This is an optimization exercise on Yosys and OpenROAD, whose aim is a short achievable clock period and few clock cycles per item, not a production implementation. The RTL was checked by simulation tests, not by an equivalence proof against the original design. Power is estimated from default activity; no workload was simulated.

==> flow/design.v <==
`default_nettype none
package cache_pkg;
        typedef logic [32-1:0] addr_t;
        typedef logic [32-1:0] word_t;
        typedef logic [4*32-1:0] line_t;   
        typedef logic [27-1:0] tag_t;
        typedef logic [$clog2(2)-1:0] set_t;
        typedef logic [$clog2(2)-1:0] way_t;
        typedef struct packed {
                logic valid;
                logic dirty;
                tag_t tag;
        } tag_entry_t;
        typedef enum logic [2:0] {
                IDLE       = 3'd0,
                LOOKUP     = 3'd1,
                EVICT      = 3'd2,       
                EVICT_WAIT = 3'd3,
                FILL       = 3'd4,       
                FILL_WAIT  = 3'd5
        } ctrl_state_t;
endpackage
`default_nettype wire
`default_nettype none
module cache_top
        (
        input  logic                    clk,
        input  logic                    reset,
        input  logic                    cpu_read,
        input  logic                    cpu_write,
        input  logic                    cpu_byte,
        input  cache_pkg::addr_t        cpu_addr,
        input  cache_pkg::word_t        cpu_wdata,
        output cache_pkg::word_t        cpu_rdata,
        output logic                    cpu_rvalid,
        output logic                    stall_pc,
        output logic                    mem_req,
        output logic                    mem_we,
        output cache_pkg::addr_t        mem_addr,
        output cache_pkg::line_t        mem_wdata,
        input  logic                    mem_ack,
        input  cache_pkg::line_t        mem_rdata
        );
        localparam int TW = 27;
        localparam int QD = 4;                   
        localparam int AD = 24;                  
        localparam int MD = 4;                   
        localparam int QW = $clog2(QD+1);
        localparam int AW = $clog2(AD+1);
        localparam int MW = $clog2(MD+1);
        function automatic logic [31:0] ext(input logic [31:0] w, input logic [1:0] bs, input logic bm);
                logic [7:0] b;
                case (bs)
                2'd0: b = w[7:0];
                2'd1: b = w[15:8];
                2'd2: b = w[23:16];
                default: b = w[31:24];
                endcase
                ext = bm ? {24'b0, b} : w;
        endfunction
        logic [TW-1:0] tg [4];
        logic [3:0] vld;
        logic [3:0] dty;
        logic [1:0] lru;                 
        logic take;
        logic s0_set;
        logic [TW-1:0] s0_tag;
        logic [3:0] eq;
        logic s0_hit;
        logic s0_hway;
        logic s0_lw;
        logic s0_way;
        logic s0_wb;
        logic [TW-1:0] s0_vtag;
        assign take = (cpu_read || cpu_write) && !stall_pc;
        assign s0_set = cpu_addr[4];
        assign s0_tag = cpu_addr[31:5];
        always_comb
        begin
                for (int i = 0; i < 4; i++)
                        eq[i] = vld[i] && (tg[i] == s0_tag);
        end
        assign s0_hit = s0_set ? (eq[2] || eq[3]) : (eq[0] || eq[1]);
        assign s0_hway = s0_set ? eq[3] : eq[1];
        assign s0_lw = lru[s0_set];
        assign s0_way = s0_hit ? s0_hway : s0_lw;
        assign s0_wb = !s0_hit && vld[{s0_set, s0_lw}] && dty[{s0_set, s0_lw}];
        assign s0_vtag = tg[{s0_set, s0_lw}];
        always_ff @(posedge clk or posedge reset)
        begin
                if (reset)
                begin
                        vld <= '0;
                        dty <= '0;
                        lru <= '0;
                end
                else if (take)
                begin
                        lru[s0_set] <= !s0_way;
                        if (!s0_hit)
                        begin
                                vld[{s0_set, s0_lw}] <= 1'b1;
                                dty[{s0_set, s0_lw}] <= cpu_write;
                        end
                        else if (cpu_write)
                        begin
                                dty[{s0_set, s0_hway}] <= 1'b1;
                        end
                end
        end
        always_ff @(posedge clk)
        begin
                if (take && !s0_hit)
                        tg[{s0_set, s0_lw}] <= s0_tag;
        end
        logic           q_rd [QD];
        logic           q_bm [QD];
        logic           q_set [QD];
        logic [1:0]     q_wd [QD];
        logic [1:0]     q_bs [QD];
        logic [TW-1:0]  q_tag [QD];
        logic [31:0]    q_wdata [QD];
        logic           q_way [QD];
        logic           q_miss [QD];
        logic           q_wb [QD];
        logic [TW-1:0]  q_vtag [QD];
        logic [QD-1:0]  qt_oh;           
        logic [QD-1:0]  qh_oh;           
        logic [QW-1:0]  qcnt;
        logic [QW-1:0]  qcnt_next;
        logic           q_full;
        logic           qv;
        logic           pop;
        assign qcnt_next = qcnt - QW'(pop) + QW'(take);
        always_ff @(posedge clk)
        begin
                for (int i = 0; i < QD; i++)
                begin
                        if (qt_oh[i] && !q_full)
                        begin
                                q_rd[i] <= cpu_read;
                                q_bm[i] <= cpu_byte;
                                q_set[i] <= s0_set;
                                q_wd[i] <= cpu_addr[3:2];
                                q_bs[i] <= cpu_addr[1:0];
                                q_tag[i] <= s0_tag;
                                q_wdata[i] <= cpu_wdata;
                                q_way[i] <= s0_way;
                                q_miss[i] <= !s0_hit;
                                q_wb[i] <= s0_wb;
                                q_vtag[i] <= s0_vtag;
                        end
                end
        end
        always_ff @(posedge clk or posedge reset)
        begin
                if (reset)
                begin
                        qt_oh <= QD'(1);
                        qh_oh <= QD'(1);
                        qcnt <= '0;
                        q_full <= 1'b0;
                        qv <= 1'b0;
                        stall_pc <= 1'b0;
                end
                else
                begin
                        if (take)
                                qt_oh <= {qt_oh[QD-2:0], qt_oh[QD-1]};
                        if (pop)
                                qh_oh <= {qh_oh[QD-2:0], qh_oh[QD-1]};
                        qcnt <= qcnt_next;
                        q_full <= (qcnt_next == QW'(QD));
                        qv <= (qcnt_next != '0);
                        stall_pc <= (qcnt_next == QW'(QD));
                end
        end
        logic           e_rd;
        logic           e_bm;
        logic           e_set;
        logic [1:0]     e_wd;
        logic [1:0]     e_bs;
        logic [TW-1:0]  e_tag;
        logic [31:0]    e_wdata;
        logic           e_way;
        logic           e_miss;
        logic           e_wb;
        logic [TW-1:0]  e_vtag;
        logic [1:0]     e_slot;
        always_comb
        begin
                e_rd = 1'b0;
                e_bm = 1'b0;
                e_set = 1'b0;
                e_wd = '0;
                e_bs = '0;
                e_tag = '0;
                e_wdata = '0;
                e_way = 1'b0;
                e_miss = 1'b0;
                e_wb = 1'b0;
                e_vtag = '0;
                for (int i = 0; i < QD; i++)
                begin
                        if (qh_oh[i])
                        begin
                                e_rd = e_rd | q_rd[i];
                                e_bm = e_bm | q_bm[i];
                                e_set = e_set | q_set[i];
                                e_wd = e_wd | q_wd[i];
                                e_bs = e_bs | q_bs[i];
                                e_tag = e_tag | q_tag[i];
                                e_wdata = e_wdata | q_wdata[i];
                                e_way = e_way | q_way[i];
                                e_miss = e_miss | q_miss[i];
                                e_wb = e_wb | q_wb[i];
                                e_vtag = e_vtag | q_vtag[i];
                        end
                end
        end
        assign e_slot = {e_set, e_way};
        logic [31:0] arr [16];           
        logic [3:0] spend;               
        logic [3:0] smask [4];           
        logic e_pend;
        logic a_room;
        logic mf_full;
        logic [31:0] e_word;
        logic [127:0] e_line;
        logic s1_wr;
        logic s1_rd;
        logic s1_wait;
        logic handoff;
        logic [1:0] mst;                 
        logic [TW:0] cur_rdaddr;
        logic [1:0] cur_slot;
        logic fill;
        logic fill_q;                    
        logic [1:0] fslot_q;
        logic [127:0] rdata_q;
        assign e_pend = spend[e_slot];
        assign e_word = arr[{e_slot, e_wd}];
        assign e_line = {arr[{e_slot, 2'd3}], arr[{e_slot, 2'd2}], arr[{e_slot, 2'd1}], arr[{e_slot, 2'd0}]};
        assign pop = qv && !(e_miss && (e_pend || mf_full)) && !(e_rd && !a_room);
        assign handoff = pop && e_miss;
        assign s1_wr = pop && !e_rd;
        assign s1_rd = pop && e_rd;
        assign s1_wait = e_miss || (e_pend && !smask[e_slot][e_wd]);
        always_ff @(posedge clk)
        begin
                for (int i = 0; i < 16; i++)
                begin
                        if (s1_wr && 4'(i) == {e_slot, e_wd})
                                arr[i] <= e_wdata;
                        else if (fill_q && 2'(i >> 2) == fslot_q && !smask[i >> 2][i % 4])
                                arr[i] <= rdata_q[(i % 4)*32 +: 32];
                end
        end
        always_ff @(posedge clk or posedge reset)
        begin
                if (reset)
                begin
                        spend <= '0;
                end
                else
                begin
                        if (fill_q)
                                spend[fslot_q] <= 1'b0;
                        if (handoff)
                                spend[e_slot] <= 1'b1;
                end
        end
        always_ff @(posedge clk)
        begin
                if (handoff)
                        smask[e_slot] <= e_rd ? 4'b0 : (4'b1 << e_wd);
                else if (s1_wr && e_pend)
                        smask[e_slot][e_wd] <= 1'b1;
        end
        logic           mf_wb [MD];
        logic [TW:0]    mf_wbaddr [MD];
        logic [127:0]   mf_wbdata [MD];
        logic [TW:0]    mf_rdaddr [MD];
        logic [1:0]     mf_slot [MD];
        logic [MD-1:0]  mw_oh;
        logic [MD-1:0]  mr_oh;
        logic [MW-1:0]  mfcnt;
        logic           mf_nz;
        logic           seq_free;
        logic           issue;
        logic           push_mf;
        logic           pop_mf;
        logic           x_wb;
        logic [TW:0]    x_wbaddr;
        logic [127:0]   x_wbdata;
        logic [TW:0]    x_rdaddr;
        logic [1:0]     x_slot;
        assign fill = (mst == 2'd2) && mem_ack;
        assign seq_free = (mst == 2'd0) || fill;
        assign issue = seq_free && (mf_nz || handoff);
        assign pop_mf = seq_free && mf_nz;
        assign push_mf = handoff && !(seq_free && !mf_nz);
        always_ff @(posedge clk)
        begin
                for (int i = 0; i < MD; i++)
                begin
                        if (mw_oh[i])
                        begin
                                mf_wb[i] <= e_wb;
                                mf_wbaddr[i] <= {e_vtag, e_set};
                                mf_wbdata[i] <= e_line;
                                mf_rdaddr[i] <= {e_tag, e_set};
                                mf_slot[i] <= e_slot;
                        end
                end
        end
        always_comb
        begin
                x_wb = 1'b0;
                x_wbaddr = '0;
                x_wbdata = '0;
                x_rdaddr = '0;
                x_slot = '0;
                if (mf_nz)
                begin
                        for (int i = 0; i < MD; i++)
                        begin
                                if (mr_oh[i])
                                begin
                                        x_wb = x_wb | mf_wb[i];
                                        x_wbaddr = x_wbaddr | mf_wbaddr[i];
                                        x_wbdata = x_wbdata | mf_wbdata[i];
                                        x_rdaddr = x_rdaddr | mf_rdaddr[i];
                                        x_slot = x_slot | mf_slot[i];
                                end
                        end
                end
                else
                begin
                        x_wb = e_wb;
                        x_wbaddr = {e_vtag, e_set};
                        x_wbdata = e_line;
                        x_rdaddr = {e_tag, e_set};
                        x_slot = e_slot;
                end
        end
        assign mf_full = (mfcnt == MW'(MD));
        always_ff @(posedge clk or posedge reset)
        begin
                if (reset)
                begin
                        mst <= 2'd0;
                        mem_req <= 1'b0;
                        mw_oh <= MD'(1);
                        mr_oh <= MD'(1);
                        mfcnt <= '0;
                        mf_nz <= 1'b0;
                        fill_q <= 1'b0;
                end
                else
                begin
                        fill_q <= fill;
                        if (push_mf)
                                mw_oh <= {mw_oh[MD-2:0], mw_oh[MD-1]};
                        if (pop_mf)
                                mr_oh <= {mr_oh[MD-2:0], mr_oh[MD-1]};
                        mfcnt <= mfcnt + MW'(push_mf) - MW'(pop_mf);
                        mf_nz <= (mfcnt + MW'(push_mf) - MW'(pop_mf)) != '0;
                        mem_req <= 1'b0;
                        if (issue)
                        begin
                                mem_req <= 1'b1;
                                mst <= x_wb ? 2'd1 : 2'd2;
                        end
                        else if (mst == 2'd1 && mem_ack)
                        begin
                                mem_req <= 1'b1;
                                mst <= 2'd2;
                        end
                        else if (fill)
                        begin
                                mst <= 2'd0;
                        end
                end
        end
        always_ff @(posedge clk)
        begin
                mem_we <= (mst == 2'd1) ? 1'b0 : x_wb;
                mem_addr <= (mst == 2'd1) ? {cur_rdaddr, 4'b0} : (x_wb ? {x_wbaddr, 4'b0} : {x_rdaddr, 4'b0});
                mem_wdata <= x_wbdata;
                rdata_q <= mem_rdata;
                if (fill)
                        fslot_q <= cur_slot;
                if (issue)
                begin
                        cur_rdaddr <= x_rdaddr;
                        cur_slot <= x_slot;
                end
        end
        logic [AD-1:0]  a_rdy;
        logic [31:0]    a_dat [AD];
        logic [1:0]     a_wd [AD];
        logic [1:0]     a_bs [AD];
        logic           a_bm [AD];
        logic [1:0]     a_slot [AD];
        logic [AD-1:0]  at_oh;           
        logic [AD-1:0]  ah_oh;           
        logic [AW-1:0]  acnt;
        logic [AW-1:0]  acnt_next;
        logic           a_full;
        logic           a_nz;
        logic           apop;
        logic           p_rdy;
        logic [31:0]    p_dat;
        logic [31:0]    h_dat;
        assign apop = a_nz && |(a_rdy & ah_oh);
        assign a_room = !a_full || apop;
        assign acnt_next = acnt - AW'(apop) + AW'(s1_rd);
        assign p_rdy = !s1_wait || (fill_q && e_slot == fslot_q);
        assign p_dat = !s1_wait ? ext(e_word, e_bs, e_bm) : ext(rdata_q[e_wd*32 +: 32], e_bs, e_bm);
        always_ff @(posedge clk)
        begin
                for (int i = 0; i < AD; i++)
                begin
                        if (at_oh[i] && (!a_full || apop))
                        begin
                                a_rdy[i] <= p_rdy;
                                a_dat[i] <= p_dat;
                                a_wd[i] <= e_wd;
                                a_bs[i] <= e_bs;
                                a_bm[i] <= e_bm;
                                a_slot[i] <= e_slot;
                        end
                        else if (!a_rdy[i] && fill_q && a_slot[i] == fslot_q)
                        begin
                                a_rdy[i] <= 1'b1;
                                a_dat[i] <= ext(rdata_q[a_wd[i]*32 +: 32], a_bs[i], a_bm[i]);
                        end
                end
        end
        always_comb
        begin
                h_dat = '0;
                for (int i = 0; i < AD; i++)
                        if (ah_oh[i])
                                h_dat = h_dat | a_dat[i];
        end
        always_ff @(posedge clk or posedge reset)
        begin
                if (reset)
                begin
                        at_oh <= AD'(1);
                        ah_oh <= AD'(1);
                        acnt <= '0;
                        a_full <= 1'b0;
                        a_nz <= 1'b0;
                        cpu_rvalid <= 1'b0;
                end
                else
                begin
                        if (s1_rd)
                                at_oh <= {at_oh[AD-2:0], at_oh[AD-1]};
                        if (apop)
                                ah_oh <= {ah_oh[AD-2:0], ah_oh[AD-1]};
                        acnt <= acnt_next;
                        a_full <= (acnt_next == AW'(AD));
                        a_nz <= (acnt_next != '0);
                        cpu_rvalid <= apop;
                end
        end
        always_ff @(posedge clk)
        begin
                cpu_rdata <= h_dat;
        end
endmodule
`default_nettype wire
==> flow/flow/run.sh <==
#!/bin/bash
# Standard layout (the standard.sh), with the timing repair after clock
# tree synthesis and global routing aiming further below the clock period.
# Synthesis, floorplan and placement run exactly as standard.sh has them.
set -e
bash standard.sh synth floorplan place > standard_1.log 2>&1
sed -E 's/SETUP_SLACK_MARGIN=[-0-9.]+/SETUP_SLACK_MARGIN=5.7/' standard.sh > standard_margin.sh
bash standard_margin.sh > standard_2.log 2>&1
==> flow/standard.sh <==
#!/bin/bash
# synth_recipe.tcl (not shown) runs the flow's synth.tcl, then flattens the netlist and writes it again
# the make line also repeats each setting of config.mk as NAME=value (left out here)
make -C /OpenROAD-flow-scripts/flow DESIGN_CONFIG=/design/flow/config.mk WORK_HOME=/design/flow/orfs CLKGATE_MAP_FILE= SYNTH_SCRIPT=/design/flow/synth_recipe.tcl "${@:-finish}"
==> flow/config.mk <==
export PLATFORM = sky130hd
export DESIGN_NAME = cache_top
export DESIGN_NICKNAME = cache_top
export VERILOG_FILES = /design/flow/design.v
export SDC_FILE = /design/flow/constraint.sdc
export NUM_CORES = 4
export LEC_CHECK = 0
export ABC_CLOCK_PERIOD_IN_PS = 2500
export CAP_MARGIN = 20
export CORE_MARGIN = 2
export CORE_UTILIZATION = 40
export SETUP_SLACK_MARGIN = 5
export SLEW_MARGIN = 20
==> flow/constraint.sdc <==
create_clock -name core_clock -period 9.0 [get_ports {clk}]
set_input_delay 1.8000 -clock core_clock [delete_from_list [all_inputs] [get_ports {clk}]]
set_output_delay 1.8000 -clock core_clock [all_outputs]
set_load 0.01 [all_outputs]
==> notes.md <==
==> Yosys cell counts, drive strengths merged (26+ instances only) <==
library cell	count
dfxtp	317
mux4	778
a221oi	150
a211oi	90
nand2b	31
nand3b	171
nor2b	45
inv	71
buf	353
a22oi	800
clkbuf	1160
nand4b	26
nand2	1217
mux2i	269
nor2	957
nand3	124
a22o	481
mux2	96
nand4	93
edfxtp	2751
nor3	56
dfrtp	93
o211ai	156
xnor2	115
xor2	51
a31oi	293
o21ai	693
and3	148
a21oi	702
==> how the worst min path moves through the flow <==
stage	from	to	slack, ps	cells past startpoint
floorplan	cur_slot[0]	fslot_q[0]	400	0
global placement	cur_slot[0]	fslot_q[0]	440	0
CTS	cur_slot[0]	fslot_q[0]	440	0
detailed placement	cur_slot[0]	fslot_q[0]	420	0
==> power by group through the flow <==
stage	Clock, W	Combinational, W	Sequential [W]
global placement	0	0.00512	0.0173
floorplan	0	0.00221	0.0171
CTS	0.0148	0.00800	0.0171
detailed placement	0	0.00517	0.0173
==> timing repair <==
action / in CTS
buffers inserted: 672
pin swaps: 636
gates resized for setup: 3508
gates cloned: 273
setup endpoints to repair: 3853
==> metrics by stage <==
| stage | total power, W | cell area [um^2] | util | setup WS [ps] |
|---|---|---|---|---|
| CTS | 0.03984 | 202400 | 0.5149 | 4964 |
| global placement | 0.02244 | 168300 | 0.4281 | 3220 |
| detailed placement | 0.02250 | 168400 | 0.4284 | 3207 |
| floorplan | 0.01932 | 158200 | - | 3740 |
==> cell families after synthesis <==
| logic type | share of synthesized area |
|---|---|
| buffers and inverters | 0.04071 |
| muxes | 0.1347 |
| AOI/OAI and AO/OA | 0.1540 |
| adders and majority gates | 0.001092 |
| other | 0.00002372 |
| DFF | 0.5784 |
| and+or+nand+nor | 0.08187 |
| xor gates and xnor gates | 0.009196 |
==> routing by layer <==
layer | global-route usage | GRT overflow
met4 | 0.4777 | 145
met3 | 0.5196 | 31
met1 | 0.6086 | 21
met2 | 0.6808 | 126
met5 | 0.3269 | 5
==> out/qor.csv <==
metric;value;unit
CTS Hold Bufs;0;
Synth top area share;0.5225;
first-pass GRT wire length;1583000;um
sequential area share after synthesis;0.5784;
Global Route Usage Sum;0.5844;
Max clock buf depth;4;
largest net degree at the start of global routing;169;
cts bufs inserted;348;
status;stopped before the end;
Err;[ERROR GRT-0116] Global routing finished with congestion. Check the congestion regions in the DRC Viewer.;
Die Y;632.7;um
post-synthesis cell area;158100;um^2
total clock sinks;3167;
HPWL after DPL;539500;um
RD Place Congestion;1.183;
post-synth top area cell;edfxtp_1;
Synth Instances;12630;
io pins;394;
Die Wd;632.7;um
synth top area cells;edfxtp_1 52%, mux4_2 11%, dfxtp_1 4.0%;
Failed at;global routing (5_1_grt);
remaining global-route overflow;328;
IO buf count;389;
# rows;230;
Initial Util;0.4022;
Cell variety after synth;88;
dpl cells;17300;
Warnings, synthesis;23;
Primary FF master, synth;edfxtp_1;
vias in the first global route;155300;
synthesized area per cell;12.52;um^2
Async S/R FF share, synth;0.03126;
Clock Tree Root;clkbuf_16;
#FFs+latches synth;3167;
Post-synth EDFFs;2751;
CTS H-tree depth;5;
Testbench counts, summed over its fixed seeds: cycles 15,808, requests 9,600.
